This is an optimization exercise on Yosys and OpenROAD, whose aim is small area, a short achievable clock period and few clock cycles per item, not a production implementation. In this exercise RTL edits were held to simulation tests only and were not proved equivalent to the original.

File: design/flow/config.mk
export PLATFORM = sky130hd
export DESIGN_NAME = oflow_match
export DESIGN_NICKNAME = oflow_match
export VERILOG_FILES = /design/flow/design.v
export SDC_FILE = /design/flow/constraint.sdc
export NUM_CORES = 4
export LEC_CHECK = 0
export CAP_MARGIN = 20
export CORE_MARGIN = 2
export CORE_UTILIZATION = 40
export SETUP_SLACK_MARGIN = 2.25
export SLEW_MARGIN = 20
export TNS_END_PERCENT = 100
File: design/flow/constraint.sdc
create_clock -name core_clock -period 9.0 [get_ports {clk}]
set_input_delay 1.8000 -clock core_clock [delete_from_list [all_inputs] [get_ports {clk}]]
set_output_delay 1.8000 -clock core_clock [all_outputs]
set_load 0.01 [all_outputs]
File: design/flow/design.v
module oflow_match (
	input  logic        clk,
	input  logic        reset_N,
	input  logic        start,
	input  logic        hist_we,
	input  logic [1:0]  hist_addr,
	input  logic [9:0]  hist_x_tl,
	input  logic [9:0]  hist_y_tl,
	input  logic [9:0]  hist_x_br,
	input  logic [9:0]  hist_y_br,
	input  logic [9:0]  cur_x_tl,
	input  logic [9:0]  cur_y_tl,
	input  logic [9:0]  cur_x_br,
	input  logic [9:0]  cur_y_br,
	output logic        done,
	output logic        busy,
	output logic [1:0]  best_idx,
	output logic [15:0] best_cost,
	output logic        no_match
);
	function automatic logic [9:0] span(input logic [9:0] tl, input logic [9:0] br);
		span = (br > tl) ? (br - tl) : 10'd0;
	endfunction
	function automatic logic [1:0] qsel(input logic [4:0] a, input logic [4:0] b, input logic [4:0] m);
		logic [3:0] s, c, y;
		s = a[4:1] ^ b[4:1] ^ m[4:1];
		c = (a[3:0] & b[3:0]) | (a[3:0] & m[3:0]) | (b[3:0] & m[3:0]);
		y = s + c;
		qsel = {!y[3], y[3] && (y != 4'hf)};
	endfunction
	function automatic logic sgn3(input logic [7:0] a, input logic [7:0] b, input logic [7:0] k);
		logic [7:0] s;
		s = a + b + k;
		sgn3 = s[7];
	endfunction
	logic [39:0] hist_q [4];
	logic [3:0]  hval_q;
	always_ff @(posedge clk) begin
		if (hist_we)
			hist_q[hist_addr] <= {hist_x_tl, hist_y_tl, hist_x_br, hist_y_br};
	end
	always_ff @(posedge clk or posedge reset_N) begin
		if (reset_N)
			hval_q <= 4'b0;
		else if (hist_we)
			hval_q[hist_addr] <= 1'b1;
	end
	logic       go;
	logic [3:0] ov;            
	logic [3:0] rem_q;         
	logic [2:0] hold_q;        
	logic [3:0] pend;          
	logic [1:0] s0_ix;         
	logic       ent;           
	assign go = start && !busy;
	always_comb begin
		for (int i = 0; i < 4; i++)
			ov[i] = hval_q[i] &&
			        (cur_x_br > hist_q[i][39:30]) && (hist_q[i][19:10] > cur_x_tl) &&
			        (cur_y_br > hist_q[i][29:20]) && (hist_q[i][9:0]   > cur_y_tl);
	end
	assign pend  = go ? ov : rem_q;
	assign s0_ix = pend[0] ? 2'd0 : pend[1] ? 2'd1 : pend[2] ? 2'd2 : 2'd3;
	assign ent   = (go || (busy && hold_q == 3'd0)) && (pend != 4'b0000);
	always_ff @(posedge clk or posedge reset_N) begin
		if (reset_N) begin
			rem_q  <= 4'b0000;
			hold_q <= 3'd0;
		end else if (go || busy) begin
			rem_q  <= ent ? (pend & (pend - 4'd1)) : pend;
			hold_q <= ent ? 3'd4 : (hold_q != 3'd0) ? hold_q - 3'd1 : 3'd0;
		end else begin
			rem_q  <= 4'b0000;
			hold_q <= 3'd0;
		end
	end
	logic [39:0] hb;
	logic [9:0]  s0_iw, s0_ih, s0_bw, s0_bh, s0_aw, s0_ah;
	logic [10:0] dx_aa, dx_ab, dx_ba, dx_bb, dy_aa, dy_ab, dy_ba, dy_bb, dx_i, dy_i;
	assign hb = hist_q[s0_ix];
	assign dx_aa = {1'b0, cur_x_br}  - {1'b0, cur_x_tl};
	assign dx_ab = {1'b0, cur_x_br}  - {1'b0, hb[39:30]};
	assign dx_ba = {1'b0, hb[19:10]} - {1'b0, cur_x_tl};
	assign dx_bb = {1'b0, hb[19:10]} - {1'b0, hb[39:30]};
	assign dy_aa = {1'b0, cur_y_br}  - {1'b0, cur_y_tl};
	assign dy_ab = {1'b0, cur_y_br}  - {1'b0, hb[29:20]};
	assign dy_ba = {1'b0, hb[9:0]}   - {1'b0, cur_y_tl};
	assign dy_bb = {1'b0, hb[9:0]}   - {1'b0, hb[29:20]};
	always_comb begin
		case ({cur_x_br < hb[19:10], cur_x_tl > hb[39:30]})
			2'b11:   dx_i = dx_aa;
			2'b10:   dx_i = dx_ab;
			2'b01:   dx_i = dx_ba;
			default: dx_i = dx_bb;
		endcase
		case ({cur_y_br < hb[9:0], cur_y_tl > hb[29:20]})
			2'b11:   dy_i = dy_aa;
			2'b10:   dy_i = dy_ab;
			2'b01:   dy_i = dy_ba;
			default: dy_i = dy_bb;
		endcase
		s0_iw = dx_i[10]  ? 10'd0 : dx_i[9:0];
		s0_ih = dy_i[10]  ? 10'd0 : dy_i[9:0];
		s0_bw = dx_bb[10] ? 10'd0 : dx_bb[9:0];
		s0_bh = dy_bb[10] ? 10'd0 : dy_bb[9:0];
		s0_aw = dx_aa[10] ? 10'd0 : dx_aa[9:0];
		s0_ah = dy_aa[10] ? 10'd0 : dy_aa[9:0];
	end
	logic       r1_v;
	logic [1:0] r1_ix;
	logic [9:0] r1_iw, r1_ih, r1_bw, r1_bh, r1_aw, r1_ah;
	always_ff @(posedge clk) begin
		r1_ix <= s0_ix;
		r1_iw <= s0_iw;
		r1_ih <= s0_ih;
		r1_bw <= s0_bw;
		r1_bh <= s0_bh;
		r1_aw <= s0_aw;
		r1_ah <= s0_ah;
	end
	logic [19:0] s1_it, s1_ab, s1_aa;
	logic [20:0] s1_u, s1_us, s1_uc, s1_un, s1_a1, s1_b1, s1_mj;
	assign s1_it = 20'(r1_iw) * r1_ih;
	assign s1_ab = 20'(r1_bw) * r1_bh;
	assign s1_aa = 20'(r1_aw) * r1_ah;
	assign s1_a1 = {1'b0, s1_aa};
	assign s1_b1 = {1'b0, s1_ab};
	assign s1_un = ~{1'b0, s1_it};
	assign s1_us = s1_a1 ^ s1_b1 ^ s1_un;
	assign s1_mj = (s1_a1 & s1_b1) | (s1_a1 & s1_un) | (s1_b1 & s1_un);
	assign s1_uc = {s1_mj[19:0], 1'b1};
	assign s1_u  = s1_us + s1_uc;
	logic        r2_v;
	logic [1:0]  r2_ix;
	logic [19:0] r2_it;
	logic [20:0] r2_u;
	always_ff @(posedge clk) begin
		r2_ix <= r1_ix;
		r2_it <= s1_it;
		r2_u  <= s1_u;
	end
	logic [20:0] s2_u0, s2_u1, s2_u2, s2_u3, s2_u4;
	logic [20:0] s2_x0, s2_x1, s2_x2, s2_x3, s2_x4;
	logic [19:0] s2_dd;
	logic        s2_z;
	assign s2_z  = (r2_u == 21'd0);
	assign {s2_u0, s2_x0} = (r2_u[20:5] == 16'd0)   ? {r2_u << 16, 21'(r2_it) << 16} : {r2_u, 21'(r2_it)};
	assign {s2_u1, s2_x1} = (s2_u0[20:13] == 8'd0)  ? {s2_u0 << 8, s2_x0 << 8} : {s2_u0, s2_x0};
	assign {s2_u2, s2_x2} = (s2_u1[20:17] == 4'd0)  ? {s2_u1 << 4, s2_x1 << 4} : {s2_u1, s2_x1};
	assign {s2_u3, s2_x3} = (s2_u2[20:19] == 2'd0)  ? {s2_u2 << 2, s2_x2 << 2} : {s2_u2, s2_x2};
	assign {s2_u4, s2_x4} = (s2_u3[20] == 1'b0)     ? {s2_u3 << 1, s2_x3 << 1} : {s2_u3, s2_x3};
	assign s2_dd  = s2_u4[19:0];
	logic [22:0] s2_ws0, s2_wc0;
	logic [15:0] s2_q0, s2_qm0;
	assign s2_ws0 = {2'b00, s2_x4};    
	assign s2_wc0 = 23'd0;
	assign s2_q0  = 16'd0;
	assign s2_qm0 = 16'hffff;
	logic        dv_act;       
	logic [2:0]  dv_cnt;       
	logic [1:0]  dv_ix;
	logic        dv_z;
	logic [19:0] dv_dd;
	logic [22:0] dv_ws, dv_wc;
	logic        dv_np, dv_nn;
	logic [15:0] dv_q, dv_qm;
	logic        fv;           
	assign fv = dv_act && (dv_cnt == 3'd4);
	logic [22:0] it0_a, it0_b, it0_m, it0_c, it0_ws, it0_wc;
	logic [1:0]  it0_cp, it0_cz, it0_cn;
	logic        it0_np, it0_nn;
	logic [15:0] it0_q, it0_qm;
	assign it0_a   = {dv_ws[21:0], 1'b0};
	assign it0_b   = {dv_wc[21:0], 1'b0};
	assign it0_m   = ({23{dv_np}} & ~{3'b001, dv_dd}) | ({23{dv_nn}} & {3'b001, dv_dd});
	assign it0_ws  = it0_a ^ it0_b ^ it0_m;
	assign it0_c   = (it0_a & it0_b) | (it0_a & it0_m) | (it0_b & it0_m);
	assign it0_wc  = {it0_c[21:0], dv_np};
	assign it0_cp  = qsel(it0_a[22:18], it0_b[22:18], ~{3'b001, dv_dd[19:18]});
	assign it0_cz  = qsel(it0_a[22:18], it0_b[22:18], 5'b00000);
	assign it0_cn  = qsel(it0_a[22:18], it0_b[22:18], {3'b001, dv_dd[19:18]});
	assign {it0_np, it0_nn} = dv_np ? it0_cp : (dv_nn ? it0_cn : it0_cz);
	assign it0_q   = dv_nn ? {dv_qm[14:0], 1'b1} : {dv_q[14:0], dv_np};
	assign it0_qm  = dv_np ? {dv_q[14:0], 1'b0} : {dv_qm[14:0], !dv_nn};
	logic [22:0] it1_a, it1_b, it1_m, it1_c, it1_ws, it1_wc;
	logic [1:0]  it1_cp, it1_cz, it1_cn;
	logic        it1_np, it1_nn;
	logic [15:0] it1_q, it1_qm;
	assign it1_a   = {it0_ws[21:0], 1'b0};
	assign it1_b   = {it0_wc[21:0], 1'b0};
	assign it1_m   = ({23{it0_np}} & ~{3'b001, dv_dd}) | ({23{it0_nn}} & {3'b001, dv_dd});
	assign it1_ws  = it1_a ^ it1_b ^ it1_m;
	assign it1_c   = (it1_a & it1_b) | (it1_a & it1_m) | (it1_b & it1_m);
	assign it1_wc  = {it1_c[21:0], it0_np};
	assign it1_cp  = qsel(it1_a[22:18], it1_b[22:18], ~{3'b001, dv_dd[19:18]});
	assign it1_cz  = qsel(it1_a[22:18], it1_b[22:18], 5'b00000);
	assign it1_cn  = qsel(it1_a[22:18], it1_b[22:18], {3'b001, dv_dd[19:18]});
	assign {it1_np, it1_nn} = it0_np ? it1_cp : (it0_nn ? it1_cn : it1_cz);
	assign it1_q   = it0_nn ? {it0_qm[14:0], 1'b1} : {it0_q[14:0], it0_np};
	assign it1_qm  = it0_np ? {it0_q[14:0], 1'b0} : {it0_qm[14:0], !it0_nn};
	logic [22:0] it2_a, it2_b, it2_m, it2_c, it2_ws, it2_wc;
	logic [1:0]  it2_cp, it2_cz, it2_cn;
	logic        it2_np, it2_nn;
	logic [15:0] it2_q, it2_qm;
	assign it2_a   = {it1_ws[21:0], 1'b0};
	assign it2_b   = {it1_wc[21:0], 1'b0};
	assign it2_m   = ({23{it1_np}} & ~{3'b001, dv_dd}) | ({23{it1_nn}} & {3'b001, dv_dd});
	assign it2_ws  = it2_a ^ it2_b ^ it2_m;
	assign it2_c   = (it2_a & it2_b) | (it2_a & it2_m) | (it2_b & it2_m);
	assign it2_wc  = {it2_c[21:0], it1_np};
	assign it2_cp  = qsel(it2_a[22:18], it2_b[22:18], ~{3'b001, dv_dd[19:18]});
	assign it2_cz  = qsel(it2_a[22:18], it2_b[22:18], 5'b00000);
	assign it2_cn  = qsel(it2_a[22:18], it2_b[22:18], {3'b001, dv_dd[19:18]});
	assign {it2_np, it2_nn} = it1_np ? it2_cp : (it1_nn ? it2_cn : it2_cz);
	assign it2_q   = it1_nn ? {it1_qm[14:0], 1'b1} : {it1_q[14:0], it1_np};
	assign it2_qm  = it1_np ? {it1_q[14:0], 1'b0} : {it1_qm[14:0], !it1_nn};
	logic [22:0] it3_a, it3_b, it3_m, it3_c, it3_ws, it3_wc;
	logic [1:0]  it3_cp, it3_cz, it3_cn;
	logic        it3_np, it3_nn;
	logic [15:0] it3_q, it3_qm;
	assign it3_a   = {it2_ws[21:0], 1'b0};
	assign it3_b   = {it2_wc[21:0], 1'b0};
	assign it3_m   = ({23{it2_np}} & ~{3'b001, dv_dd}) | ({23{it2_nn}} & {3'b001, dv_dd});
	assign it3_ws  = it3_a ^ it3_b ^ it3_m;
	assign it3_c   = (it3_a & it3_b) | (it3_a & it3_m) | (it3_b & it3_m);
	assign it3_wc  = {it3_c[21:0], it2_np};
	assign it3_cp  = qsel(it3_a[22:18], it3_b[22:18], ~{3'b001, dv_dd[19:18]});
	assign it3_cz  = qsel(it3_a[22:18], it3_b[22:18], 5'b00000);
	assign it3_cn  = qsel(it3_a[22:18], it3_b[22:18], {3'b001, dv_dd[19:18]});
	assign {it3_np, it3_nn} = it2_np ? it3_cp : (it2_nn ? it3_cn : it3_cz);
	assign it3_q   = it2_nn ? {it2_qm[14:0], 1'b1} : {it2_q[14:0], it2_np};
	assign it3_qm  = it2_np ? {it2_q[14:0], 1'b0} : {it2_qm[14:0], !it2_nn};
	always_ff @(posedge clk) begin
		if (r2_v) begin
			dv_ix <= r2_ix;
			dv_z  <= s2_z;
			dv_dd <= s2_dd;
			dv_ws <= s2_ws0;
			dv_wc <= s2_wc0;
			dv_np <= 1'b1;
			dv_nn <= 1'b0;
			dv_q  <= s2_q0;
			dv_qm <= s2_qm0;
		end else begin
			dv_ws <= it3_ws;
			dv_wc <= it3_wc;
			dv_np <= it3_np;
			dv_nn <= it3_nn;
			dv_q  <= it3_q;
			dv_qm <= it3_qm;
		end
	end
	always_ff @(posedge clk or posedge reset_N) begin
		if (reset_N) begin
			r1_v   <= 1'b0;
			r2_v   <= 1'b0;
			dv_act <= 1'b0;
			dv_cnt <= 3'd0;
		end else begin
			r1_v <= ent;
			r2_v <= r1_v;
			if (r2_v) begin
				dv_act <= 1'b1;
				dv_cnt <= 3'd0;
			end else if (fv) begin
				dv_act <= 1'b0;
			end else if (dv_act) begin
				dv_cnt <= dv_cnt + 3'd1;
			end
		end
	end
	logic f_ltq, f_ltm, f_nmq, f_nmm;
	assign f_ltq = (fc_q < bc_q);
	assign f_ltm = (fc_m < bc_q);
	assign f_nmq = (fc_q > 16'he000);
	assign f_nmm = (fc_m > 16'he000);
	logic [22:0] f_wsum;
	logic        f_neg;
	assign f_wsum = dv_ws + dv_wc;
	assign f_neg  = f_wsum[22];
	logic        f_inv;        
	logic [15:0] fc_q, fc_m;   
	logic        lt_q, lt_m;   
	logic [15:0] fcost;
	logic        f_lt;
	assign f_inv  = !fv || dv_z;
	assign fc_q   = f_inv ? 16'hffff : ~dv_q;
	assign fc_m   = f_inv ? 16'hffff : ~dv_qm;
	assign lt_q   = f_ltq;
	assign lt_m   = f_ltm;
	assign fcost  = f_neg ? fc_m : fc_q;
	assign f_lt   = f_neg ? lt_m : lt_q;
	logic        inflight;
	logic [15:0] lc_q;
	logic [1:0]  li_q;
	logic        ll_q;         
	logic [15:0] bc_q;
	logic [1:0]  bi_q;
	logic        nm_b, nm_l;
	assign inflight = (rem_q != 4'b0000) || r1_v || r2_v || (dv_act && !fv);
	assign done     = busy && !inflight;
	always_ff @(posedge clk or posedge reset_N) begin
		if (reset_N) begin
			busy <= 1'b0;
			lc_q <= 16'hffff;
			li_q <= 2'd0;
			ll_q <= 1'b0;
			bc_q <= 16'hffff;
			bi_q <= 2'd0;
		end else if (go) begin
			busy <= 1'b1;
			bc_q <= 16'hffff;
			bi_q <= 2'd0;
		end else if (busy) begin
			if (done) begin
				busy <= 1'b0;
				lc_q <= fcost;
				li_q <= dv_ix;
				ll_q <= f_lt;
			end else if (f_lt) begin
				bc_q <= fcost;
				bi_q <= dv_ix;
			end
		end
	end
	logic [15:0] sel_m, sel_q, sel_i, out_a, out_b;
	logic [1:0]  idx_m, idx_q, idx_i, oix_a, oix_b;
	logic        nm_m, nm_q, nm_i, onm_a, onm_b;
	assign nm_b  = (bc_q > 16'he000);
	assign nm_l  = (lc_q > 16'he000);
	assign sel_m = lt_m ? fc_m : bc_q;
	assign sel_q = lt_q ? fc_q : bc_q;
	assign sel_i = ll_q ? lc_q : bc_q;
	assign idx_m = lt_m ? dv_ix : bi_q;
	assign idx_q = lt_q ? dv_ix : bi_q;
	assign idx_i = ll_q ? li_q : bi_q;
	assign nm_m  = lt_m ? f_nmm : nm_b;
	assign nm_q  = lt_q ? f_nmq : nm_b;
	assign nm_i  = ll_q ? nm_l : nm_b;
	assign out_a = busy ? sel_m : sel_i;
	assign out_b = busy ? sel_q : sel_i;
	assign oix_a = busy ? idx_m : idx_i;
	assign oix_b = busy ? idx_q : idx_i;
	assign onm_a = busy ? nm_m : nm_i;
	assign onm_b = busy ? nm_q : nm_i;
	assign best_cost = f_neg ? out_a : out_b;
	assign best_idx  = f_neg ? oix_a : oix_b;
	assign no_match  = f_neg ? onm_a : onm_b;
endmodule
File: design/flow/run.sh
#!/bin/bash
# synth_recipe.tcl (not shown) runs the flow's synth.tcl, then flattens the netlist and writes it again
# the make line also repeats each setting of config.mk as NAME=value (left out here)
make -C /OpenROAD-flow-scripts/flow DESIGN_CONFIG=/design/flow/config.mk WORK_HOME=/design/flow/orfs CLKGATE_MAP_FILE= SYNTH_SCRIPT=/design/flow/synth_recipe.tcl finish
==> results.ini, run 1 <==
[status]
status=complete, no violations

[setup_path]
cp_slowest_cell=fa_1
end_kind=register
critPathKind=reg -> reg
path_common_cell=fa_1
worstPathMaxFanout=10
critPathArrivalTime_ns=7.20
cp.required_ns=9.50
slowest_delay_ns=0.53
cpLargestDelayFamily=adder cells
critPathLaunchType=register
crit_buf_inv=8

[cts]
cts_tree=yes
numCtsBuffers=50
cts_root_buf=clkbuf_16
path_clk_slew_ns=0.06
clock_sinks=422
clock_latency_ns=0.63
htree_levels=2
cts.path.max_buffers=3

[sta]
whs_ns=0.3276
slew_violations=0
hold_violations=0
fin_crit_sh=0.7449
rsz0062_at_grt=yes
tightest_slew_ns=1.128
finalClockSkew_ns=0.02490
timing.fmax_mhz=149.2
max_slew_margin=0.2478
setup_tns_ns=0
final_period_minus_worst_setup_slack_ns=6.704
setup_viol=0

[die]
coreArea_sq_mm=0.1051
placementRows=119
die_area_sq_mm=0.1083
initial_core_util=0.4021
io_pins=107
dieHeight_um=329.1
die_width_um=329.1

[cells_and_area]
layout_common_cells=inv_1, ha_1, nand2_1, fa_1, nor2_1
mostFrequentLayoutCell=inv_1
stdcell_area_sq_mm=0.04946
nNetsFinal=5801
drive_above_1_share=0.1358
syn2layout_area_growth_pct=17.00

[synthesis]
synthCells=4624
seq_area_frac_synth=0.2506
yosys_warnings=1
syn-cell-area_sq_mm=0.04227
synth_ff_type=dfxtp_1
synth_edf_count=183
async_flop_share=0.1303
yosysUniqueCellTypes=96
ys_ff_latch=422
synth_area_per_cell_sq_um=9.142
syn_nets=5601

[placed_design]
postPlaceCellArea_sq_mm=0.04496
io_buffers=106
dpl.hpwl_um=95560
gp_congestion=0.9683

[grt]
grt_max_degree=68
antenna_found_initial=7
grt_overflow_total=0
grt_usage=0.2272
grtUsageMet3=0.02794
use_met2=0.3859
grtUsageMet1=0.3027
grt_first_pass_wirelength_um=193400
gr-max-usage-layer=met2
first_global_vias=33658

[routing]
drt-pass1-iter-count=7
ant_nets=0
drt-initial-drc-count=2469
wl_per_cell_um=20.15
drc=0
detail_route.vias_per_cell=5.451
vias=34117
wirelength_um=126100

[hold_path]
hold_class=reg -> reg

[flow_run]
cap_viol_max_count=0

==> what timing repair did <==
action	4_1_cts	5_1_grt
setup buffers	55	80
hold buffers	0	0
setup endpoints to repair	143	99
cloned	7	6
pin swaps	33	99
resized for setup	217	223
==> cell usage after synthesis (17+ instances only) <==
master / instances / area [sq um]
o21ai_0: 236 / 1181
a211oi_1: 73 / 548.0
o21bai_1: 30 / 225.2
xnor2_1: 108 / 945.9
o21a_1: 22 / 165.2
nor2_1: 243 / 912.1
inv_1: 611 / 2293
a21boi_0: 31 / 232.7
clkbuf_1: 124 / 465.5
o31ai_1: 27 / 202.7
a31oi_1: 32 / 200.2
nand4_1: 63 / 394.1
mux2i_1: 127 / 1271
edfxtp_1: 183 / 5495
xor2_1: 40 / 350.3
o221a_2: 17 / 191.4
and3_1: 17 / 106.4
nand2_1: 495 / 1858
and2_1: 175 / 1095
dfrtp_1: 23 / 575.6
nor2b_1: 68 / 425.4
nand2b_1: 32 / 200.2
nand3_1: 74 / 370.4
mux2_2: 25 / 281.5
a21oi_1: 245 / 1226
buf_2: 18 / 90.09
nor3_1: 46 / 230.2
dfstp_2: 32 / 840.8
fa_1: 314 / 6286
a21o_1: 74 / 555.5
dfxtp_1: 184 / 3684
ha_1: 577 / 7219
==> state kept, by name, summed over array words and instances, names as in the netlist, 3 cells and up <==
register / count
dv_q: 16
dv_wc: 22
dv_cnt: 3
r1_ih: 10
r2_u: 21
r1_ah: 10
dv_qm: 16
r1_bw: 10
hold_q: 3
r1_aw: 10
rem_q: 4
dv_ws: 23
r1_bh: 10
hist_q: 160
bc_q: 16
hval_q: 4
lc_q: 16
dv_dd: 20
r2_it: 20
r1_iw: 10
==> through the flow <==
stage | cells | util | worst slack (ns)
2_1_floorplan | 4624 | - | 2.237
5_1_grt | 6258 | 0.4705 | 2.043
3_5_place_dp | 6015 | 0.4277 | 0.7814
4_1_cts | 6171 | 0.4559 | 2.224
3_3_place_gp | 6015 | 0.4277 | 0.8548
6_report | 6259 | 0.4705 | 2.296
==> path summary, 6_finish.rpt <==
path | from | endpoint | slack [ns] | cells past startpoint
min | r1_ix[0] | r2_ix[0] | 0.33 | 0
max reg2reg | r1_iw[6] | r2_u[20] | 2.30 | 30
min in group asynchronous | reset_N | hval_q[2] | 1.69 | 3
max in group asynchronous | reset_N | r2_v | 6.69 | 3
min reg2reg | r1_ix[0] | r2_ix[0] | 0.33 | 0
max | r1_iw[6] | r2_u[20] | 2.30 | 30
==> per-layer routing <==
layer / part of all wire / wire length (um)
met5: 0.00044 / 56
met4: 0.030 / 3828
met3: 0.053 / 6674
met2: 0.48 / 60540
met1: 0.44 / 55010
==> worst reg2reg max path, delay by kind of cell, from the launching register on <==
family                     cells  cell delay [ns]
DFF                            1             0.46
xor gates and xnor gates       2             0.23
AOI/OAI and AO/OA              9             1.40
buffers and inverters          8             0.60
adders and majority gates      8             3.60
and+or+nand+nor                3             0.29
==> logic make-up (layout without fill, tap and decap cells) <==
family                   after synthesis  in the layout  synth area share
AO/OA/AOI/OAI                        930            931            0.1415
other                                  0              2                 0
XOR/XNOR                             155            155           0.03395
flip-flops                           422            422            0.2506
multiplexers                         153            153           0.03706
buffers and inverters                775           1013           0.06970
adder cells (fa/ha/maj)              891            891            0.3195
AND/OR/NAND/NOR                     1298           1301            0.1476
==> cell type report <==
class / count / area, sq um
flip-flops and latches: 422 / 10760
diodes: 2 / 5.005
well taps: 1391 / 1740
repair buffers: 305 / 2849
fillers: 9982 / 55660
multi-input cells: 3431 / 30050
inverters: 614 / 2323
clock inverters: 31 / 369.1
clock buffers: 63 / 1369
Testbench counts, summed over its fixed seeds: cycles 4,034, runs 512.
==> run 2, diff against run 1 <==
--- a/design/flow/config.mk
+++ b/design/flow/config.mk
@@ -10,3 +10,3 @@
 export CORE_UTILIZATION = 40
-export SETUP_SLACK_MARGIN = 2.25
+export SETUP_SLACK_MARGIN = 2.0
 export SLEW_MARGIN = 20
==> results.ini, run 2 <==
[synthesis]
synthAdderAreaFrac=0.3195  ; unchanged
synth_top_area_frac=0.1708  ; unchanged
yosys.area_share.simple=0.1476  ; unchanged
async_flop_share=0.1303  ; unchanged
synth_top_family_by_area=adder cells
synthCells=4624  ; unchanged
yosys.area.top_type=ha_1
yosys-top-cells-area=ha_1, fa_1, edfxtp_1
synth_compound_area_frac=0.1415  ; unchanged
yosys-top-cells-count=inv_1, ha_1, nand2_1
synthXorXnorAreaFrac=0.03395  ; unchanged
seq_area_frac_synth=0.2506  ; unchanged
muxShareOfSynthArea=0.03706  ; unchanged
synth_most_common_cell=inv_1
syn-cell-area_sq_mm=0.04227  ; unchanged
synth_area_per_cell_sq_um=9.142  ; unchanged
ys_ff_latch=422  ; unchanged
synth_edf_count=183  ; unchanged
synth_ff_type=dfxtp_1
syn_nets=5601  ; unchanged
yosys_warnings=1  ; unchanged
yosysUniqueCellTypes=96  ; unchanged

[cells_and_area]
top_regs=hist_q x160, dv_ws x23, dv_wc x22
num-fill-cells=10262  ; +2.8%
largest_reg_flops=160  ; unchanged
syn2layout_area_growth_pct=14.50
layout_common_cells=inv_1, ha_1, nand2_1, fa_1, nor2_1
multi_input_area_sq_mm=0.02959  ; -1.5%
drive_above_1_share=0.1119  ; -0.02397
top_register=hist_q
mostFrequentLayoutCell=inv_1
register_area_sq_mm=0.01073  ; -0.28%
nNetsFinal=5745  ; -0.97%

[sta]
fin_crit_sh=0.7594  ; +0.01451
setup_viol=0  ; unchanged
setup_tns_ns=0  ; unchanged
slew_violations=0  ; unchanged
max_slew_margin=0.06179  ; -0.1860
tightest_slew_ns=1.390  ; +0.2614 ns
timing.fmax_mhz=146.3  ; -1.9%
final_period_minus_worst_setup_slack_ns=6.835  ; +0.1306 ns
hold_violations=0  ; unchanged
finalClockSkew_ns=0.03560  ; +0.01070 ns
rsz0062_at_grt=yes

[routing]
wirelength_um=124700  ; -1.2%
vias=33551  ; -1.7%
detail_route.vias_per_cell=5.408  ; -0.79%
drt-initial-drc-count=2387  ; -3.3%
wl_per_cell_um=20.09  ; -0.28%
drt-pass1-iter-count=5  ; -2
drc=0  ; unchanged
ant_nets=0  ; unchanged

[die]
placementRows=119  ; unchanged
initial_core_util=0.4021  ; unchanged
die_width_um=329.1  ; unchanged
coreArea_sq_mm=0.1051  ; unchanged
die_area_sq_mm=0.1083  ; unchanged
io_pins=107  ; unchanged
dieHeight_um=329.1  ; unchanged

[placed_design]
dpl.hpwl_um=97040  ; +1.5%
gp_congestion=0.9411  ; -2.8%
io_buffers=106  ; unchanged

[cts]
cts_root_buf=clkbuf_16
path_clk_slew_ns=0.06  ; about the same
numCtsBuffers=49  ; -2.0%
clock_sinks=422  ; unchanged
clock_latency_ns=0.62  ; about the same
cts.path.max_buffers=3  ; unchanged
htree_levels=2  ; unchanged
cts_tree=yes

[setup_path]
end_kind=register
critPathKind=in -> reg
cp.required_ns=9.53  ; +0.03 ns
critPathLaunchType=input port
critPathArrivalTime_ns=7.36  ; +0.16 ns
worstPathMaxFanout=19  ; +9

[grt]
antenna_found_initial=10  ; +3
first_global_vias=33423  ; -0.70%
grt_first_pass_wirelength_um=192100  ; -0.64%
grt_max_degree=68  ; unchanged
grt_usage=0.2263  ; -0.0008376
grt_overflow_total=0  ; unchanged

[status]
status=complete, no violations

[hold_path]
hold_class=reg -> reg

[flow_run]
cap_viol_max_count=0  ; unchanged

## run 2: metrics by stage
step                worst slack [ns]  cells  cell area (sq um)    util  hold WS (ns)
finish                         2.165   6204              48400  0.4605        0.3307
global route                   1.937   6200              48390  0.4604        0.3346
CTS                            1.995   6150              47330  0.4502        0.3328
detailed placement            0.6719   6029              45050  0.4286        0.3185
global placement              0.8241   6029              45050  0.4286        0.3121
floorplan                      2.040   4624              42280       -        0.3096
## run 2: what timing repair did
item	CTS	global route
gates resized for setup	110	193
pin swaps	15	61
gates cloned	2	4
setup buffers	27	46
endpoints found under the setup margin	139	87
hold buffers	0	0
## run 2: per-layer routing
layer / global-route usage / part of all wire
met5: 0 / 0.00066
met4: 0.07391 / 0.035
met3: 0.02975 / 0.048
met2: 0.3833 / 0.48
met1: 0.2984 / 0.44
## run 2: kinds of logic (layout without fill, tap and decap cells)
| kind of cell | after synthesis | after routing |
|---|---|---|
| AO/OA/AOI/OAI | 930 | 932 |
| XOR/XNOR | 155 | 155 |
| flip-flops | 422 | 422 |
| buffers and inverters | 775 | 957 |
| other | 0 | 4 |
| adder cells (fa/ha/maj) | 891 | 891 |
| AND/OR/NAND/NOR | 1298 | 1299 |
| multiplexers | 153 | 153 |
## run 2: layout make-up
type / instances / share of cell area
tap: 1391 / 0.03596
timing repair buffer: 251 / 0.04787
clock inverter: 32 / 0.006643
sequential: 422 / 0.2216
antenna: 4 / 0.0002068
inverter: 614 / 0.04793
multi-input combinational: 3430 / 0.6113
clock buffer: 60 / 0.02851
## run 2: path summary, 6_finish.rpt
check / from / endpoint / slack [ns] / cells after the start
max: cur_x_tl[4] / r1_ih[9] / 2.17 / 24
min: r1_ix[0] / r2_ix[0] / 0.33 / 0
max reg2reg: r1_bw[0] / r2_u[20] / 2.25 / 25
min reg2reg: r1_ix[0] / r2_ix[0] / 0.33 / 0
max in group asynchronous: reset_N / r2_v / 6.65 / 3
min in group asynchronous: reset_N / hval_q[2] / 1.69 / 3
## run 2: critical path, stage by stage
cell	delay (ns)
clkdlybuf4s50_1	0.54
clkinvlp_4	0.15
buf_4	0.17
ha_1	0.29
nand4_1	0.20
o31ai_1	0.27
o22ai_1	0.21
o31ai_4	0.50
buf_6	0.25
nor3b_2	0.26
a221oi_4	0.07
ha_1	0.25
fa_1	0.44
nor2b_1	0.15
o21ai_0	0.11
a21boi_0	0.17
o21ai_0	0.14
a21boi_2	0.20
o21a_1	0.17
o21a_1	0.14
o21ai_0	0.08
a22o_1	0.19
mux2_4	0.33
nor3b_1	0.22
==> run 3, diff against run 2 <==
--- a/design/flow/config.mk
+++ b/design/flow/config.mk
@@ -10,3 +10,3 @@
 export CORE_UTILIZATION = 40
-export SETUP_SLACK_MARGIN = 2.0
+export SETUP_SLACK_MARGIN = 2.5
 export SLEW_MARGIN = 20
==> results.ini, run 3 <==
[synthesis]
seq_area_frac_synth=0.2506  ; unchanged
synth_area_per_cell_sq_um=9.142  ; unchanged
synth_top_area_frac=0.1708  ; unchanged
yosys.area.top_type=ha_1
syn_nets=5601  ; unchanged
async_flop_share=0.1303  ; unchanged
yosys_warnings=1  ; unchanged
synth_edf_count=183  ; unchanged
yosys-top-cells-count=inv_1, ha_1, nand2_1
synth_most_common_cell=inv_1
ys_ff_latch=422  ; unchanged
syn-cell-area_sq_mm=0.04227  ; unchanged
yosys-top-cells-area=ha_1, fa_1, edfxtp_1
synthCells=4624  ; unchanged
synth_ff_type=dfxtp_1
yosysUniqueCellTypes=96  ; unchanged

[grt]
grt_overflow_total=0  ; unchanged
grt_usage=0.2290  ; +0.002657
grt_max_degree=70  ; +2.9%
grt_first_pass_wirelength_um=195200  ; +1.6%
first_global_vias=34140  ; +2.1%
antenna_found_initial=3  ; -7

[cells_and_area]
stdcell_count=6344  ; +2.3%
drive_above_1_share=0.1809  ; +0.06906
top_regs=hist_q x160, dv_ws x23, dv_wc x22
syn2layout_area_growth_pct=21.09
layout_common_cells=inv_1, ha_1, nand2_1, fa_1, nor2_1
num-fill-cells=9833  ; -4.2%
mostFrequentLayoutCell=inv_1
largest_reg_flops=160  ; unchanged
nNetsFinal=5887  ; +2.5%
top_register=hist_q

[cts]
cts_root_buf=clkbuf_16
htree_levels=2  ; unchanged
clock_sinks=422  ; unchanged
numCtsBuffers=51  ; +4.1%
path_clk_slew_ns=0.06  ; about the same
cts.path.max_buffers=3  ; unchanged
clock_latency_ns=0.66  ; +0.04 ns
postCtsHoldBufs=0  ; unchanged
cts_tree=yes

[hold_path]
whs_path_depth=0  ; unchanged
hold_class=reg -> reg

[routing]
vias=34559  ; +3.0%
wl_per_cell_um=20.23  ; +0.68%
ant_nets=0  ; unchanged
detail_route.vias_per_cell=5.448  ; +0.73%
drt-pass1-iter-count=6  ; +1
wirelength_um=128300  ; +3.0%
drt-initial-drc-count=2495  ; +4.5%
drc=0  ; unchanged

[die]
dieHeight_um=329.1  ; unchanged
placementRows=119  ; unchanged
die_area_sq_mm=0.1083  ; unchanged
io_pins=107  ; unchanged
coreArea_sq_mm=0.1051  ; unchanged
initial_core_util=0.4021  ; unchanged
die_width_um=329.1  ; unchanged

[setup_path]
path_common_cell=fa_1
end_kind=register
critPathLaunchType=register
ff2ff_path_depth=29  ; +16%
critPathArrivalTime_ns=7.06  ; -0.30 ns
worstPathMaxFanout=8  ; -11
crit_buf_inv=7  ; +3
cp_slowest_cell=fa_1
critPathKind=reg -> reg
cp.required_ns=9.50  ; -0.03 ns
slowest_delay_ns=0.55  ; about the same
r2r_slack_ns=2.44  ; +0.19 ns
cpLargestDelayFamily=adder cells
crit_cells=29  ; +21%

[sta]
hold_violations=0  ; unchanged
timing.fmax_mhz=152.4  ; +4.1%
slew_violations=0  ; unchanged
setup_tns_ns=0  ; unchanged
finalClockSkew_ns=0.07520  ; +0.03959 ns
setup_viol=0  ; unchanged
fin_crit_sh=0.7292  ; -0.03017
final_period_minus_worst_setup_slack_ns=6.563  ; -0.2715 ns
tightest_slew_ns=1.044  ; -0.3459 ns
rsz0062_at_grt=yes
max_slew_margin=0.3027  ; +0.2409

[placed_design]
dpl.hpwl_um=94590  ; -2.5%
gp_congestion=0.9395  ; -0.17%
io_buffers=106  ; unchanged
dp_cells=6028  ; -0.017%

[status]
status=complete, no violations

[flow_run]
cap_viol_max_count=0  ; unchanged

==> run 3: cell counts after synthesis <==
Identical to the previous run, type by type.
==> run 3: layer usage <==
metal	vias to the layer above	routed length, um	GRT usage
li1	16453	-	-
met1	16881	55580	0.3028
met2	979	61650	0.3906
met3	240	6449	0.02800
met4	6	4616	0.07006
met5	-	42	0
==> run 3: final cells by class <==
class                           count  area, sq um  area share
Antenna cell                        1        2.502  0.00004888
Clock buffer                       63         1415     0.02764
Clock inverter                     32        387.9    0.007577
Inverter                          614         2355     0.04600
Multi-Input combinational cell   3436        30940      0.6044
Sequential cell                   422        10760      0.2102
Tap cell                         1391         1740     0.03400
Timing Repair Buffer              384         3582     0.06998
Timing Repair inverter              1        8.758   0.0001711
==> run 3: through the flow <==
stage / hold WS (ns) / area, sq um / setup slack (ns) / util
6_report: 0.3775 / 51190 / 2.437 / 0.4870
5_1_grt: 0.3916 / 51190 / 2.232 / 0.4870
4_1_cts: 0.3831 / 48840 / 2.392 / 0.4646
3_5_place_dp: 0.3186 / 45130 / 0.8831 / 0.4293
3_3_place_gp: 0.3114 / 45130 / 0.9636 / 0.4293
2_1_floorplan: 0.3096 / 42420 / 2.496 / -
==> run 3: cells by family (layout without fill, tap and decap cells) <==
family,after synthesis,after routing,share of synthesized area
AOI/OAI and AO/OA,930,933,0.1415
xor gates and xnor gates,155,155,0.03395
adders and majority gates,891,891,0.3195
buffers and inverters,775,1094,0.06970
DFF,422,422,0.2506
muxes,153,154,0.03706
other,0,1,0
and+or+nand+nor,1298,1303,0.1476
==> run 3: path summary, 6_finish.rpt <==
check	start	to
max	r1_aw[5]	r2_u[19]
min	r1_v	r2_v
max reg2reg	r1_aw[5]	r2_u[19]
min reg2reg	r1_v	r2_v
max in group asynchronous	reset_N	r2_v
min in group asynchronous	reset_N	hval_q[1]
==> run 3: worst reg2reg max path, delay by kind of cell (launching register included) <==
| kind | cells | cell delay (ns) |
|---|---|---|
| compound gates | 7 | 1.30 |
| xor+xnor | 2 | 0.28 |
| fa+ha+maj | 8 | 3.47 |
| buf+inv | 7 | 0.57 |
| flops | 1 | 0.39 |
| simple gates | 5 | 0.40 |
==> run 3: timing repair <==
action,in CTS,in global routing
pin swaps,73,162
setup endpoints to repair,145,130
resized for setup,306,400
setup buffers,109,93
cloned,10,8
==> run 4, diff against run 3 <==
--- a/design/flow/config.mk
+++ b/design/flow/config.mk
@@ -7,7 +7,7 @@
 export LEC_CHECK = 0
-export CAP_MARGIN = 20
+export CAP_MARGIN = 10
 export CORE_MARGIN = 2
 export CORE_UTILIZATION = 40
-export SETUP_SLACK_MARGIN = 2.5
-export SLEW_MARGIN = 20
+export SETUP_SLACK_MARGIN = 2.25
+export SLEW_MARGIN = 10
 export TNS_END_PERCENT = 100
==> results.ini, run 4 <==
[status]
status=complete, no violations

[grt]
grt_max_degree=68  ; -2.9%
antenna_found_initial=7  ; +4
first_global_vias=33658  ; -1.4%
grt_first_pass_wirelength_um=193400  ; -0.92%
grt_usage=0.2272  ; -0.001819
grt_overflow_total=0  ; unchanged

[cts]
htree_levels=2  ; unchanged
postCtsHoldBufs=0  ; unchanged
clock_latency_ns=0.63  ; -0.03 ns
path_clk_slew_ns=0.06  ; about the same
cts_root_buf=clkbuf_16
numCtsBuffers=50  ; -2.0%
clock_sinks=422  ; unchanged
cts_tree=yes
cts.path.max_buffers=3  ; unchanged

[cells_and_area]
top_regs=hist_q x160, dv_ws x23, dv_wc x22
drive_above_1_share=0.1358  ; -0.04510
top_register=hist_q
largest_reg_flops=160  ; unchanged
utilization=0.4705  ; -0.01649
layout_common_cells=inv_1, ha_1, nand2_1, fa_1, nor2_1
mostFrequentLayoutCell=inv_1
nNetsFinal=5801  ; -1.5%
syn2layout_area_growth_pct=17.00

[synthesis]
ys_ff_latch=422  ; unchanged
yosysUniqueCellTypes=96  ; unchanged
synth_area_per_cell_sq_um=9.142  ; unchanged
muxShareOfSynthArea=0.03706  ; unchanged
syn_nets=5601  ; unchanged
yosys_warnings=1  ; unchanged
async_flop_share=0.1303  ; unchanged
syn-cell-area_sq_mm=0.04227  ; unchanged
yosys-top-cells-count=inv_1, ha_1, nand2_1
synthAdderAreaFrac=0.3195  ; unchanged
synth_ff_type=dfxtp_1
synth_top_area_frac=0.1708  ; unchanged
yosys.area_share.simple=0.1476  ; unchanged
yosys.area.top_type=ha_1
synth_most_common_cell=inv_1
synth_edf_count=183  ; unchanged
synth_compound_area_frac=0.1415  ; unchanged
synthCells=4624  ; unchanged
synthXorXnorAreaFrac=0.03395  ; unchanged
synth_top_family_by_area=adder cells
yosys-top-cells-area=ha_1, fa_1, edfxtp_1
seq_area_frac_synth=0.2506  ; unchanged

[sta]
hold_violations=0  ; unchanged
max_slew_margin=0.2478  ; -0.05485
tightest_slew_ns=1.128  ; +0.08450 ns
setup_tns_ns=0  ; unchanged
finalClockSkew_ns=0.02490  ; -0.05029 ns
final_period_minus_worst_setup_slack_ns=6.704  ; +0.1409 ns
setup_viol=0  ; unchanged
fin_crit_sh=0.7449  ; +0.01566
rsz0062_at_grt=yes
timing.fmax_mhz=149.2  ; -2.1%
slew_violations=0  ; unchanged

[setup_path]
cp.required_ns=9.50  ; about the same
critPathLaunchType=register
critPathKind=reg -> reg
worstPathMaxFanout=10  ; +2
worstReg2RegEnd=r2_u[20]
cpLargestDelayFamily=adder cells
end_kind=register
crit_start=r1_iw[6]
critical_path.endpoint=r2_u[20]
slowest_delay_ns=0.53  ; -0.02 ns
critPathArrivalTime_ns=7.20  ; +0.14 ns
crit_buf_inv=8  ; +1
ff2ff_path_depth=30  ; +3.4%
rr_startpoint=r1_iw[6]
cp_slowest_cell=fa_1
crit_cells=30  ; +3.4%
r2r_slack_ns=2.30  ; -0.14 ns
path_common_cell=fa_1

[routing]
vias=34117  ; -1.3%
drc=0  ; unchanged
met2_length_um=60540  ; -1.8%
detail_route.vias_per_cell=5.451  ; about the same
top_layer=met5
wl_per_cell_um=20.15  ; -0.40%
drt-pass1-iter-count=7  ; +1
wl_met1_um=55010  ; -1.0%
drt-initial-drc-count=2469  ; -1.0%
ant_nets=0  ; unchanged
wirelength_um=126100  ; -1.7%
route.met3.wl_um=6674  ; +3.5%

[die]
dieHeight_um=329.1  ; unchanged
io_pins=107  ; unchanged
coreArea_sq_mm=0.1051  ; unchanged
placementRows=119  ; unchanged
initial_core_util=0.4021  ; unchanged
die_area_sq_mm=0.1083  ; unchanged
die_width_um=329.1  ; unchanged

[placed_design]
dpl.hpwl_um=95560  ; +1.0%
io_buffers=106  ; unchanged
gp_congestion=0.9683  ; +3.1%

[hold_path]
hold_class=reg -> reg

[flow_run]
cap_viol_max_count=0  ; unchanged

==> run 4: final cells by class <==
class                      instances  area, sq um
clock inverter                    31        369.1
sequential                       422        10760
tap                             1391         1740
multi-input combinational       3431        30050
fill                            9982        55660
inverter                         614         2323
timing repair buffer             305         2849
antenna                            2        5.005
clock buffer                      63         1369
==> run 4: worst register-to-register path: cells and delay by family, from the launching register on <==
kind	cells	cell delay, ns
xor+xnor	2	0.23
simple gates	3	0.29
flops	1	0.46
buf+inv	8	0.60
compound gates	9	1.40
fa+ha+maj	8	3.60
==> run 4: worst min path at each step <==
stage                    end     start  depth (start not counted)  slack (ns)
floorplan           r2_ix[0]  r1_ix[0]                          0        0.31
global placement    r2_ix[0]  r1_ix[0]                          0        0.32
detailed placement  r2_ix[0]  r1_ix[0]                          0        0.32
CTS                 r2_ix[0]  r1_ix[0]                          0        0.33
global route        r2_ix[0]  r1_ix[0]                          0        0.34
finish              r2_ix[0]  r1_ix[0]                          0        0.33
==> run 4: cell families after synthesis <==
group                    Yosys count
multiplexers                     153
flip-flops                       422
XOR/XNOR                         155
AO/OA/AOI/OAI                    930
AND/OR/NAND/NOR                 1298
adder cells (fa/ha/maj)          891
buffers and inverters            775
==> run 4: per-stage QoR <==
step                      hold slack, ns  cells  setup slack [ns]  cell area, sq um
final                             0.3276   6259             2.296             49460
after global routing              0.3448   6258             2.043             49450
after CTS                         0.3329   6171             2.224             47920
after detailed placement          0.3186   6015            0.7814             44960
after global placement            0.3154   6015            0.8548             44960
after floorplan                   0.3096   4624             2.237             42300
==> run 4: routing by layer <==
layer / track usage / up-vias
met2: 0.3859 / 964
met5: 0 / -
met1: 0.3027 / 16665
met3: 0.02794 / 236
met4: 0.06680 / 10
li1: - / 16242
==> run 4: repair_timing <==
item | CTS | global route
pin swaps | 33 | 99
hold endpoints to repair | 0 | 0
resized for setup | 217 | 223
setup buffers | 55 | 80
cloned | 7 | 6
setup endpoints to repair | 143 | 99
==> run 5, diff against run 4 <==
--- a/design/flow/design.v
+++ b/design/flow/design.v
@@ -70,3 +70,3 @@
 			rem_q  <= ent ? (pend & (pend - 4'd1)) : pend;
-			hold_q <= ent ? 3'd4 : (hold_q != 3'd0) ? hold_q - 3'd1 : 3'd0;
+			hold_q <= ent ? 3'd3 : (hold_q != 3'd0) ? hold_q - 3'd1 : 3'd0;
 		end else begin
@@ -79,3 +79,3 @@
 	logic [10:0] dx_aa, dx_ab, dx_ba, dx_bb, dy_aa, dy_ab, dy_ba, dy_bb, dx_i, dy_i;
-	assign hb = hist_q[s0_ix];
+	assign hb = hval_q[s0_ix] ? hist_q[s0_ix] : 40'd0;
 	assign dx_aa = {1'b0, cur_x_br}  - {1'b0, cur_x_tl};
@@ -158,2 +158,34 @@
 	assign s2_qm0 = 16'hffff;
+	logic [22:0] s2_p0_a, s2_p0_b, s2_p0_m, s2_p0_c, s2_p0_ws, s2_p0_wc;
+	logic [1:0]  s2_p0_cp, s2_p0_cz, s2_p0_cn;
+	logic        s2_p0_np, s2_p0_nn;
+	logic [15:0] s2_p0_q, s2_p0_qm;
+	assign s2_p0_a   = {s2_ws0[21:0], 1'b0};
+	assign s2_p0_b   = {s2_wc0[21:0], 1'b0};
+	assign s2_p0_m   = ({23{1'b1}} & ~{3'b001, s2_dd}) | ({23{1'b0}} & {3'b001, s2_dd});
+	assign s2_p0_ws  = s2_p0_a ^ s2_p0_b ^ s2_p0_m;
+	assign s2_p0_c   = (s2_p0_a & s2_p0_b) | (s2_p0_a & s2_p0_m) | (s2_p0_b & s2_p0_m);
+	assign s2_p0_wc  = {s2_p0_c[21:0], 1'b1};
+	assign s2_p0_cp  = qsel(s2_p0_a[22:18], s2_p0_b[22:18], ~{3'b001, s2_dd[19:18]});
+	assign s2_p0_cz  = qsel(s2_p0_a[22:18], s2_p0_b[22:18], 5'b00000);
+	assign s2_p0_cn  = qsel(s2_p0_a[22:18], s2_p0_b[22:18], {3'b001, s2_dd[19:18]});
+	assign {s2_p0_np, s2_p0_nn} = 1'b1 ? s2_p0_cp : (1'b0 ? s2_p0_cn : s2_p0_cz);
+	assign s2_p0_q   = 1'b0 ? {s2_qm0[14:0], 1'b1} : {s2_q0[14:0], 1'b1};
+	assign s2_p0_qm  = 1'b1 ? {s2_q0[14:0], 1'b0} : {s2_qm0[14:0], !1'b0};
+	logic [22:0] s2_p1_a, s2_p1_b, s2_p1_m, s2_p1_c, s2_p1_ws, s2_p1_wc;
+	logic [1:0]  s2_p1_cp, s2_p1_cz, s2_p1_cn;
+	logic        s2_p1_np, s2_p1_nn;
+	logic [15:0] s2_p1_q, s2_p1_qm;
+	assign s2_p1_a   = {s2_p0_ws[21:0], 1'b0};
+	assign s2_p1_b   = {s2_p0_wc[21:0], 1'b0};
+	assign s2_p1_m   = ({23{s2_p0_np}} & ~{3'b001, s2_dd}) | ({23{s2_p0_nn}} & {3'b001, s2_dd});
+	assign s2_p1_ws  = s2_p1_a ^ s2_p1_b ^ s2_p1_m;
+	assign s2_p1_c   = (s2_p1_a & s2_p1_b) | (s2_p1_a & s2_p1_m) | (s2_p1_b & s2_p1_m);
+	assign s2_p1_wc  = {s2_p1_c[21:0], s2_p0_np};
+	assign s2_p1_cp  = qsel(s2_p1_a[22:18], s2_p1_b[22:18], ~{3'b001, s2_dd[19:18]});
+	assign s2_p1_cz  = qsel(s2_p1_a[22:18], s2_p1_b[22:18], 5'b00000);
+	assign s2_p1_cn  = qsel(s2_p1_a[22:18], s2_p1_b[22:18], {3'b001, s2_dd[19:18]});
+	assign {s2_p1_np, s2_p1_nn} = s2_p0_np ? s2_p1_cp : (s2_p0_nn ? s2_p1_cn : s2_p1_cz);
+	assign s2_p1_q   = s2_p0_nn ? {s2_p0_qm[14:0], 1'b1} : {s2_p0_q[14:0], s2_p0_np};
+	assign s2_p1_qm  = s2_p0_np ? {s2_p0_q[14:0], 1'b0} : {s2_p0_qm[14:0], !s2_p0_nn};
 	logic        dv_act;       
@@ -167,3 +199,3 @@
 	logic        fv;           
-	assign fv = dv_act && (dv_cnt == 3'd4);
+	assign fv = dv_act && (dv_cnt == 3'd3);
 	logic [22:0] it0_a, it0_b, it0_m, it0_c, it0_ws, it0_wc;
@@ -237,8 +269,8 @@
 			dv_dd <= s2_dd;
-			dv_ws <= s2_ws0;
-			dv_wc <= s2_wc0;
-			dv_np <= 1'b1;
-			dv_nn <= 1'b0;
-			dv_q  <= s2_q0;
-			dv_qm <= s2_qm0;
+			dv_ws <= s2_p1_ws;
+			dv_wc <= s2_p1_wc;
+			dv_np <= s2_p1_np;
+			dv_nn <= s2_p1_nn;
+			dv_q  <= s2_p1_q;
+			dv_qm <= s2_p1_qm;
 		end else begin
@@ -271,11 +303,58 @@
 	end
-	logic f_ltq, f_ltm, f_nmq, f_nmm;
-	assign f_ltq = (fc_q < bc_q);
-	assign f_ltm = (fc_m < bc_q);
-	assign f_nmq = (fc_q > 16'he000);
-	assign f_nmm = (fc_m > 16'he000);
-	logic [22:0] f_wsum;
+	logic [22:0] f0_a, f0_b, f0_m, f0_c, f0_ws, f0_wc;
+	logic [1:0]  f0_cp, f0_cz, f0_cn;
+	logic        f0_np, f0_nn;
+	logic [15:0] f0_q, f0_qm;
+	assign f0_a   = {dv_ws[21:0], 1'b0};
+	assign f0_b   = {dv_wc[21:0], 1'b0};
+	assign f0_m   = ({23{dv_np}} & ~{3'b001, dv_dd}) | ({23{dv_nn}} & {3'b001, dv_dd});
+	assign f0_ws  = f0_a ^ f0_b ^ f0_m;
+	assign f0_c   = (f0_a & f0_b) | (f0_a & f0_m) | (f0_b & f0_m);
+	assign f0_wc  = {f0_c[21:0], dv_np};
+	assign f0_cp  = qsel(f0_a[22:18], f0_b[22:18], ~{3'b001, dv_dd[19:18]});
+	assign f0_cz  = qsel(f0_a[22:18], f0_b[22:18], 5'b00000);
+	assign f0_cn  = qsel(f0_a[22:18], f0_b[22:18], {3'b001, dv_dd[19:18]});
+	assign {f0_np, f0_nn} = dv_np ? f0_cp : (dv_nn ? f0_cn : f0_cz);
+	assign f0_q   = dv_nn ? {dv_qm[14:0], 1'b1} : {dv_q[14:0], dv_np};
+	assign f0_qm  = dv_np ? {dv_q[14:0], 1'b0} : {dv_qm[14:0], !dv_nn};
+	logic [22:0] f1_a, f1_b, f1_m, f1_c, f1_ws, f1_wc;
+	logic [1:0]  f1_cp, f1_cz, f1_cn;
+	logic        f1_np, f1_nn;
+	logic [15:0] f1_q, f1_qm;
+	assign f1_a   = {f0_ws[21:0], 1'b0};
+	assign f1_b   = {f0_wc[21:0], 1'b0};
+	assign f1_m   = ({23{f0_np}} & ~{3'b001, dv_dd}) | ({23{f0_nn}} & {3'b001, dv_dd});
+	assign f1_ws  = f1_a ^ f1_b ^ f1_m;
+	assign f1_c   = (f1_a & f1_b) | (f1_a & f1_m) | (f1_b & f1_m);
+	assign f1_wc  = {f1_c[21:0], f0_np};
+	assign f1_cp  = qsel(f1_a[22:18], f1_b[22:18], ~{3'b001, dv_dd[19:18]});
+	assign f1_cz  = qsel(f1_a[22:18], f1_b[22:18], 5'b00000);
+	assign f1_cn  = qsel(f1_a[22:18], f1_b[22:18], {3'b001, dv_dd[19:18]});
+	assign {f1_np, f1_nn} = f0_np ? f1_cp : (f0_nn ? f1_cn : f1_cz);
+	assign f1_q   = f0_nn ? {f0_qm[14:0], 1'b1} : {f0_q[14:0], f0_np};
+	assign f1_qm  = f0_np ? {f0_q[14:0], 1'b0} : {f0_qm[14:0], !f0_nn};
+	logic        fh_ltq, fh_eqq, fh_ltm, fh_eqm, fh_t3q, fh_t3m, fh_nzq, fh_nzm;
+	logic        f_ltq, f_ltm, f_nmq, f_nmm, fl_ok;
+	assign fh_ltq = (~f0_q[14:0] < bc_q[15:1]);
+	assign fh_eqq = (~f0_q[14:0] == bc_q[15:1]);
+	assign fh_ltm = (~f0_qm[14:0] < bc_q[15:1]);
+	assign fh_eqm = (~f0_qm[14:0] == bc_q[15:1]);
+	assign fh_t3q = &(~f0_q[14:12]);
+	assign fh_t3m = &(~f0_qm[14:12]);
+	assign fh_nzq = |(~f0_q[11:0]);
+	assign fh_nzm = |(~f0_qm[11:0]);
+	assign fl_ok  = fv && !dv_z;
+	assign f_ltq  = fl_ok && (f0_nn ? (fh_ltm || (fh_eqm && bc_q[0])) : (fh_ltq || (fh_eqq && f0_np && bc_q[0])));
+	assign f_ltm  = fl_ok && (f0_np ? fh_ltq : (fh_ltm || (fh_eqm && !f0_nn && bc_q[0])));
+	assign f_nmq  = !fl_ok || (f0_nn ? (fh_t3m && fh_nzm) : (fh_t3q && (fh_nzq || !f0_np)));
+	assign f_nmm  = !fl_ok || (f0_np ? (fh_t3q) : (fh_t3m && (fh_nzm || f0_nn)));
+	logic [22:0] fs_a, fs_b, fs_d, fs_p, fs_z, fs_n;
 	logic        f_neg;
-	assign f_wsum = dv_ws + dv_wc;
-	assign f_neg  = f_wsum[22];
+	assign fs_a  = {f0_ws[21:0], 1'b0};
+	assign fs_b  = {f0_wc[21:0], 1'b0};
+	assign fs_d  = {3'b001, dv_dd};
+	assign fs_p  = fs_a + fs_b + ~fs_d + 23'd1;
+	assign fs_z  = fs_a + fs_b;
+	assign fs_n  = fs_a + fs_b + fs_d;
+	assign f_neg = f0_np ? fs_p[22] : f0_nn ? fs_n[22] : fs_z[22];
 	logic        f_inv;        
@@ -286,4 +365,4 @@
 	assign f_inv  = !fv || dv_z;
-	assign fc_q   = f_inv ? 16'hffff : ~dv_q;
-	assign fc_m   = f_inv ? 16'hffff : ~dv_qm;
+	assign fc_q   = f_inv ? 16'hffff : ~f1_q;
+	assign fc_m   = f_inv ? 16'hffff : ~f1_qm;
 	assign lt_q   = f_ltq;
--- a/design/flow/config.mk
+++ b/design/flow/config.mk
@@ -7,7 +7,7 @@
 export LEC_CHECK = 0
-export CAP_MARGIN = 10
+export CAP_MARGIN = 20
 export CORE_MARGIN = 2
 export CORE_UTILIZATION = 40
-export SETUP_SLACK_MARGIN = 2.25
-export SLEW_MARGIN = 10
+export SETUP_SLACK_MARGIN = 1.5
+export SLEW_MARGIN = 20
 export TNS_END_PERCENT = 100
==> results.ini, run 5 <==
[cts]
cts.path.max_buffers=3  ; unchanged
cts_tree=yes
clock_latency_ns=0.64  ; about the same
path_clk_slew_ns=0.06  ; about the same
numCtsBuffers=48  ; -4.0%
cts_root_buf=clkbuf_16
htree_levels=2  ; unchanged
clock_sinks=416  ; -1.4%

[cells_and_area]
nNetsFinal=6319  ; +8.9%
top_regs=hist_q x160, dv_ws x22
stdcell_count=6795  ; +8.6%
drive_above_1_share=0.1195  ; -0.01636
largest_reg_flops=160  ; unchanged
mostFrequentLayoutCell=inv_1
syn2layout_area_growth_pct=13.80
top_register=hist_q
layout_common_cells=inv_1, ha_1, nand2_1, fa_1, nor2_1

[synthesis]
synthAdderAreaFrac=0.3238  ; +0.004336
synth_compound_area_frac=0.1487  ; +0.007140
synthXorXnorAreaFrac=0.03627  ; +0.002326
yosys-top-cells-count=inv_1, ha_1, nand2_1
synth_top_family_by_area=adder cells
yosys.area_share.simple=0.1345  ; -0.01316
seq_area_frac_synth=0.2270  ; -0.02366
yosys.area.top_type=ha_1
yosys-top-cells-area=ha_1, fa_1, edfxtp_1
synth_ff_type=edfxtp_1
yosysUniqueCellTypes=89  ; -7.3%
syn-cell-area_sq_mm=0.04615  ; +9.2%
async_flop_share=0.1322  ; +0.001880
synth_most_common_cell=inv_1
syn_nets=6152  ; +9.8%
yosys_warnings=1  ; unchanged
muxShareOfSynthArea=0.05493  ; +0.01787
synth_edf_count=183  ; unchanged
synth_top_area_frac=0.1768  ; +0.005985
synthCells=5075  ; +9.8%
ys_ff_latch=416  ; -1.4%
synth_area_per_cell_sq_um=9.094  ; -0.53%

[die]
placementRows=124  ; +4.2%
die_area_sq_mm=0.1181  ; +9.1%
die_width_um=343.7  ; +4.4%
initial_core_util=0.4036  ; +0.001462
coreArea_sq_mm=0.1143  ; +8.8%
dieHeight_um=343.7  ; +4.4%
io_pins=107  ; unchanged

[setup_path]
critPathKind=reg -> out
end_kind=primary output
critPathLaunchType=register
slowest_delay_ns=0.56  ; +0.03 ns
cp_slowest_cell=fa_1
worstPathMaxFanout=5  ; -5
critPathArrivalTime_ns=6.47  ; -0.73 ns
cp.required_ns=7.20  ; -2.30 ns

[sta]
setup_tns_ns=0  ; unchanged
finalClockSkew_ns=0.05255  ; +0.02765 ns
rsz0062_at_grt=yes
setup_ws_ns=0.7289  ; -1.567 ns
max_slew_margin=0.3014  ; +0.05357
setup_viol=0  ; unchanged
fin_crit_sh=0.9190  ; +0.1741
timing.fmax_mhz=120.9  ; -19%
final_period_minus_worst_setup_slack_ns=8.271  ; +1.567 ns
whs_ns=0.3267  ; -0.0008970 ns
hold_violations=0  ; unchanged
slew_violations=0  ; unchanged
tightest_slew_ns=1.048  ; -0.08036 ns

[placed_design]
dpl.hpwl_um=110700  ; +16%
dp_cells=6623  ; +10%
io_buffers=106  ; unchanged
gp_congestion=0.9622  ; -0.63%
preCtsSetupSlack_ns=0.08026  ; -0.7012 ns

[routing]
wirelength_um=138700  ; +10%
ant_nets=0  ; unchanged
vias=37199  ; +9.0%
detail_route.vias_per_cell=5.474  ; +0.43%
drc=0  ; unchanged
drt-pass1-iter-count=7  ; unchanged
drt-initial-drc-count=2831  ; +15%
wl_per_cell_um=20.42  ; +1.3%

[grt]
antenna_found_initial=1  ; -6
grt_first_pass_wirelength_um=214600  ; +11%
grt_overflow_total=0  ; unchanged
grt_usage=0.2319  ; +0.004723
first_global_vias=37435  ; +11%
grt_max_degree=64  ; -5.9%

[status]
status=complete, no violations

[hold_path]
hold_class=reg -> reg

[flow_run]
cap_viol_max_count=0  ; unchanged

-- run 5: changes by cell type after synthesis, sizes merged, moves of 32 or more --
cell	delta
a21oi	+32
mux2	+56
ha	+75
o211ai	+54
nand2	-82
a21o	+57
o21ai	-73
nor2	+85
inv	+110
-- run 5: per-stage QoR --
stage,util,area [sq um]
finish,0.4593,52520
global route,0.4593,52510
CTS,0.4534,51850
floorplan,-,46570
global placement,0.4340,49620
detailed placement,0.4341,49630
-- run 5: kinds of logic after synthesis --
family,Yosys count
AND/OR/NAND/NOR,1302
adder cells (fa/ha/maj),991
buffers and inverters,909
AO/OA/AOI/OAI,1030
flip-flops,416
multiplexers,239
XOR/XNOR,188
-- run 5: final timing paths --
check | start | endpoint | slack, ns | cells past startpoint
worst max register to register | dv_dd[18] | dv_nn | 1.84 | 29
min in group asynchronous | reset_N | li_q[1] | 1.68 | 3
worst min-delay path | r1_ix[0] | r2_ix[0] | 0.33 | 0
worst min register to register | r1_ix[0] | r2_ix[0] | 0.33 | 0
worst max-delay path | dv_np | best_cost[7] | 0.73 | 27
max in group asynchronous | reset_N | r2_v | 6.77 | 3
-- run 5: cell type report --
class                      count  area (sq um)
fill                       10989         61830
sequential                   416         10530
tap                         1512          1892
timing repair buffer         299          2669
inverter                     724          2739
multi-input combinational   3753         33090
clock inverter                22         237.7
antenna                        2         5.005
clock buffer                  67          1365
-- run 5: timing repair --
action                     CTS  global route
pin swaps                   46            25
setup endpoints to repair   47            90
cloned                       5             2
buffers inserted            39            34
resized for setup          149           134
hold buffers                 0             0
-- run 5: per-layer routing --
metal / part of all wire / track usage / vias up
met3: 0.049 / 0.02277 / 239
met5: 0 / 0 / -
met4: 0.037 / 0.07942 / 0
met2: 0.48 / 0.3957 / 1110
li1: - / - / 17737
met1: 0.44 / 0.3063 / 18113
-- run 5: critical path: cells and delay by family, from the launching register on --
kind	cells	cell delay (ns)
AO/OA/AOI/OAI	13	2.58
adder cells (fa/ha/maj)	3	1.09
buffers and inverters	6	0.93
flip-flops	1	0.38
multiplexers	2	0.38
XOR/XNOR	2	0.33
AND/OR/NAND/NOR	1	0.18
Testbench counts of run 5, summed over its fixed seeds: cycles 3,622, runs 512.

-- re-timing with driven ports --
How much do the figures lean on ideal ports? The routed layouts below were timed once more, with nothing changed but the port constraints. Step 1, drivers: a clkbuf_16 drives clk and a buf_2 each remaining input, both assumed. Step 2 adds t to the input delays and takes it off the output delays; t is the mean of the earliest and latest rising clock arrival at the registers after step 1. Input paths then give back, and output paths get back, about the clock's delay inside the block. a / b / c = no drivers / after step 1 / after step 2; a / b = the first two.
run | shift t [ns] | setup slack, ns | clock arrival spread, ns | pins driven straight from the clock port
run 1 | 0.685 | 2.296 / 2.296 / 1.700 | 0.032 / 0.031 | 1
run 2 | 0.669 | 2.165 / 2.145 / 1.476 | 0.037 / 0.037 | 1
run 3 | 0.696 | 2.437 / 2.437 / 2.020 | 0.079 / 0.080 | 1
run 4 | 0.685 | 2.296 / 2.296 / 1.700 | 0.032 / 0.031 | 1
run 5 | 0.680 | 0.729 / 0.660 / 1.018 | 0.055 / 0.055 | 1
After both steps setup and hold are still met in every run listed. The setup slack of run 2, which loses most, moves by -0.020 ns with the drivers and by -0.689 ns with both steps.
